From an optimization exercise on the open Yosys and OpenROAD flow, aimed at a short achievable clock period and few clock cycles per item; shortcuts taken in it are not production practice.
Only simulation tests tie the RTL to the original design; equivalence was not proved.

==> module des_apb_ctrl, before the edit <==
module des_apb_ctrl #(
    parameter int addr_width = 5,
    parameter int LATENCY    = 15
) (
    input  logic                    clk,
    input  logic                    reset,
    input  logic [addr_width-1:0]   paddr,
    input  logic                    psel,
    input  logic                    penable,
    input  logic                    pwrite,
    input  des_pkg::des_half_t      pwdata,
    output des_pkg::des_half_t      prdata,
    output logic                    pready,
    output logic                    pslverr,
    input  des_pkg::des_block_t     fc,
    output des_pkg::des_key_t       key_q,
    output des_pkg::des_block_t     data_q,
    output logic                    load_a,
    output logic                    load_b
);
    localparam int CW = 5;
    localparam logic [CW-1:0] LAST = CW'(LATENCY);
    des_pkg::des_half_t  key_hi, key_lo, data_hi, data_lo, result_hi, result_lo;
    des_pkg::des_half_t  rdata;
    logic [CW-1:0] cnt_q, cnt_dec, rem_q;
    logic       busy_q, done_q, pend_q, start_q, defer_q, block_q, we_any;
    logic       busy_nx, done_nx, fin;
    logic       setup;
    logic       a_key_hi, a_key_lo, a_data_hi, a_data_lo, a_ctrl, a_status, a_res_hi, a_res_lo;
    logic       we_key_hi, we_key_lo, we_data_hi, we_data_lo, start_nx;
    logic       reg_err, ready_nx;
    assign setup  = psel && !penable;
    assign a_key_hi  = (paddr == 5'h00);
    assign a_key_lo  = (paddr == 5'h04);
    assign a_data_hi = (paddr == 5'h08);
    assign a_data_lo = (paddr == 5'h0C);
    assign a_ctrl    = (paddr == 5'h10);
    assign a_status  = (paddr == 5'h14);
    assign a_res_hi  = (paddr == 5'h18);
    assign a_res_lo  = (paddr == 5'h1C);
    assign fin     = (rem_q <= CW'(2));
    assign busy_nx = start_q || (busy_q && !fin);
    assign done_nx = !start_q && (done_q || (busy_q && fin));
    assign we_key_hi  = setup && pwrite && a_key_hi  && !busy_nx;
    assign we_key_lo  = setup && pwrite && a_key_lo  && !busy_nx;
    assign we_data_hi = setup && pwrite && a_data_hi && !busy_nx;
    assign we_data_lo = setup && pwrite && a_data_lo && !busy_nx;
    assign start_nx   = setup && pwrite && a_ctrl && pwdata[0] && !busy_nx;
    assign we_any = we_key_hi || we_key_lo || we_data_hi || we_data_lo;
    assign load_a = we_data_lo && !block_q;
    assign load_b = defer_q && !block_q && !load_a;
    assign key_q  = {key_hi, key_lo};
    assign data_q = {data_hi, data_lo};
    always_ff @(posedge clk)
    begin
        if (we_key_hi)  key_hi  <= pwdata;
        if (we_key_lo)  key_lo  <= pwdata;
        if (we_data_hi) data_hi <= pwdata;
        if (we_data_lo) data_lo <= pwdata;
    end
    assign cnt_dec = (cnt_q == '0) ? '0 : cnt_q - 1'b1;
    always_ff @(posedge clk)
    begin
        if (reset)
        begin
            cnt_q   <= LAST + 1'b1;
            rem_q   <= '0;
            busy_q  <= 1'b0;
            done_q  <= 1'b0;
            pend_q  <= 1'b0;
            start_q <= 1'b0;
            defer_q <= 1'b1;
            block_q <= 1'b0;
        end
        else
        begin
            defer_q <= (we_any && !load_a) || (defer_q && !load_a && !load_b);
            cnt_q   <= load_a ? LAST :
                       we_any ? LAST + 1'b1 :
                       load_b ? LAST :
                       defer_q ? LAST + 1'b1 : cnt_dec;
            start_q <= start_nx;
            busy_q  <= busy_nx;
            done_q  <= done_nx;
            block_q <= start_q ? (cnt_dec != '0) : (pend_q && rem_q > CW'(1));
            if (start_q)
            begin
                rem_q  <= cnt_dec;
                pend_q <= 1'b1;
            end
            else
            begin
                if (rem_q != '0)
                begin
                    rem_q <= rem_q - 1'b1;
                end
                if (pend_q && rem_q == '0)
                begin
                    pend_q <= 1'b0;
                end
            end
        end
    end
    always_ff @(posedge clk)
    begin
        if (pend_q && rem_q == '0)
        begin
            result_hi <= fc[63:32];
            result_lo <= fc[31:0];
        end
    end
    assign reg_err = a_status || a_res_hi || a_res_lo ? pwrite :
                     a_key_hi || a_key_lo || a_data_hi || a_data_lo || a_ctrl ? (pwrite && busy_nx) :
                     1'b1;
    assign rdata = ({32{a_key_hi}}  & key_hi)  | ({32{a_key_lo}}  & key_lo)  |
                   ({32{a_data_hi}} & data_hi) | ({32{a_data_lo}} & data_lo) |
                   ({32{a_status}}  & {30'd0, done_nx, busy_nx}) |
                   ({32{a_res_hi && !pend_q}} & result_hi) | ({32{a_res_lo && !pend_q}} & result_lo) |
                   ({32{a_res_hi && pend_q}} & fc[63:32])  | ({32{a_res_lo && pend_q}} & fc[31:0]);
    assign ready_nx = !(psel && !pwrite && a_status && busy_nx && (setup || !pready));
    always_ff @(posedge clk)
    begin
        if (reset)
        begin
            pready  <= 1'b1;
            pslverr <= 1'b0;
            prdata  <= '0;
        end
        else
        begin
            pready  <= ready_nx;
            pslverr <= reg_err;
            prdata  <= rdata;
        end
    end
endmodule
make LEC_CHECK=0 CAP_MARGIN=20 CORE_MARGIN=2 CORE_UTILIZATION=40 SETUP_SLACK_MARGIN=3.7 SLEW_MARGIN=20 finish   # period 6.0 ns
run.sh (not shown) runs the stock make flow with config.mk's settings and CLKGATE_MAP_FILE= SYNTH_SCRIPT=/design/flow/synth_recipe.tcl, a recipe that flattens the netlist after the stock synthesis.
The first run produced a clean layout.
Testbench counts at the start, summed over its fixed seeds: cycles 5,956, items 256.
Rerun with:
--- a/flow/design.v
+++ b/flow/design.v
@@ -357,6 +357,8 @@
     des_pkg::des_half_t  rdata;
     logic [CW-1:0] cnt_q, cnt_dec, rem_q;
     logic       busy_q, done_q, pend_q, start_q, defer_q, block_q, we_any;
+    logic       wok_q, laok_q, block_nx, busy_nx2;
+    logic [CW-1:0] rem_nx;
     logic       busy_nx, done_nx, fin;
     logic       setup;
     logic       a_key_hi, a_key_lo, a_data_hi, a_data_lo, a_ctrl, a_status, a_res_hi, a_res_lo;
@@ -374,13 +376,13 @@
     assign fin     = (rem_q <= CW'(2));
     assign busy_nx = start_q || (busy_q && !fin);
     assign done_nx = !start_q && (done_q || (busy_q && fin));
-    assign we_key_hi  = setup && pwrite && a_key_hi  && !busy_nx;
-    assign we_key_lo  = setup && pwrite && a_key_lo  && !busy_nx;
-    assign we_data_hi = setup && pwrite && a_data_hi && !busy_nx;
-    assign we_data_lo = setup && pwrite && a_data_lo && !busy_nx;
-    assign start_nx   = setup && pwrite && a_ctrl && pwdata[0] && !busy_nx;
+    assign we_key_hi  = setup && pwrite && a_key_hi  && wok_q;
+    assign we_key_lo  = setup && pwrite && a_key_lo  && wok_q;
+    assign we_data_hi = setup && pwrite && a_data_hi && wok_q;
+    assign we_data_lo = setup && pwrite && a_data_lo && wok_q;
+    assign start_nx   = setup && pwrite && a_ctrl && pwdata[0] && wok_q;
     assign we_any = we_key_hi || we_key_lo || we_data_hi || we_data_lo;
-    assign load_a = we_data_lo && !block_q;
+    assign load_a = setup && pwrite && a_data_lo && laok_q;
     assign load_b = defer_q && !block_q && !load_a;
     assign key_q  = {key_hi, key_lo};
     assign data_q = {data_hi, data_lo};
@@ -392,6 +394,9 @@
         if (we_data_lo) data_lo <= pwdata;
     end
     assign cnt_dec = (cnt_q == '0) ? '0 : cnt_q - 1'b1;
+    assign rem_nx   = start_q ? cnt_dec : ((rem_q == '0) ? '0 : rem_q - 1'b1);
+    assign block_nx = start_q ? (cnt_dec != '0) : (pend_q && rem_q > CW'(1));
+    assign busy_nx2 = busy_nx && !(rem_nx <= CW'(2));
     always_ff @(posedge clk)
     begin
         if (reset)
@@ -404,6 +409,8 @@
             start_q <= 1'b0;
             defer_q <= 1'b1;
             block_q <= 1'b0;
+            wok_q   <= 1'b1;
+            laok_q  <= 1'b1;
         end
         else
         begin
@@ -415,7 +422,9 @@
             start_q <= start_nx;
             busy_q  <= busy_nx;
             done_q  <= done_nx;
-            block_q <= start_q ? (cnt_dec != '0) : (pend_q && rem_q > CW'(1));
+            block_q <= block_nx;
+            wok_q   <= !busy_nx2;
+            laok_q  <= !busy_nx2 && !block_nx;
             if (start_q)
             begin
                 rem_q  <= cnt_dec;
After rerunning: Fmax rose by 4.9%. Clock-buffer cell count rises by 10. Global-route usage is lower by 2.1 points. Worst setup slack improved by 0.14 ns. Design area fell by 7.4%. Via count went down by 5.1%. Synthesized cell count rises by 0.74%. Critical path depth came out lower by 2. Die area came out lower by 1.1%.
Testbench counts after the change, summed over its fixed seeds: cycles 5,956, items 256.

[separate check: timing with driven ports]
The flow's constraints put no driver on any port. The routed layouts listed below were extracted and timed again, unchanged, in two steps.
Step 1 sets driving cells, clkbuf_16 on the clock port and buf_2 on the other inputs (assumed; they add their load-dependent delay and slew).
Step 2 times the ports against the registers' clock, not the clock port: input delays grow and output delays shrink by t, the midpoint of the rising clock arrivals with the driver on.
Slacks: ideal / step 1 / step 2; pairs: ideal / step 1.
| run | shift t [ns] | slack for setup (ns) | clock arrival spread, ns | worst data-port slew with drivers (ns) | cell pins on the clock port's net |
|---|---|---|---|---|---|
| the first run | 0.617 | 3.097 / 3.097 / 2.586 | 0.039 / 0.039 | 0.06 | 1 |
| the second run | 0.646 | 3.233 / 3.233 / 2.910 | 0.022 / 0.022 | 0.06 | 1 |
After both steps setup and hold are still met in every run listed. For the first run, which loses most, drivers alone change the setup slack by 0.000 ns; drivers and shift together by -0.511 ns.
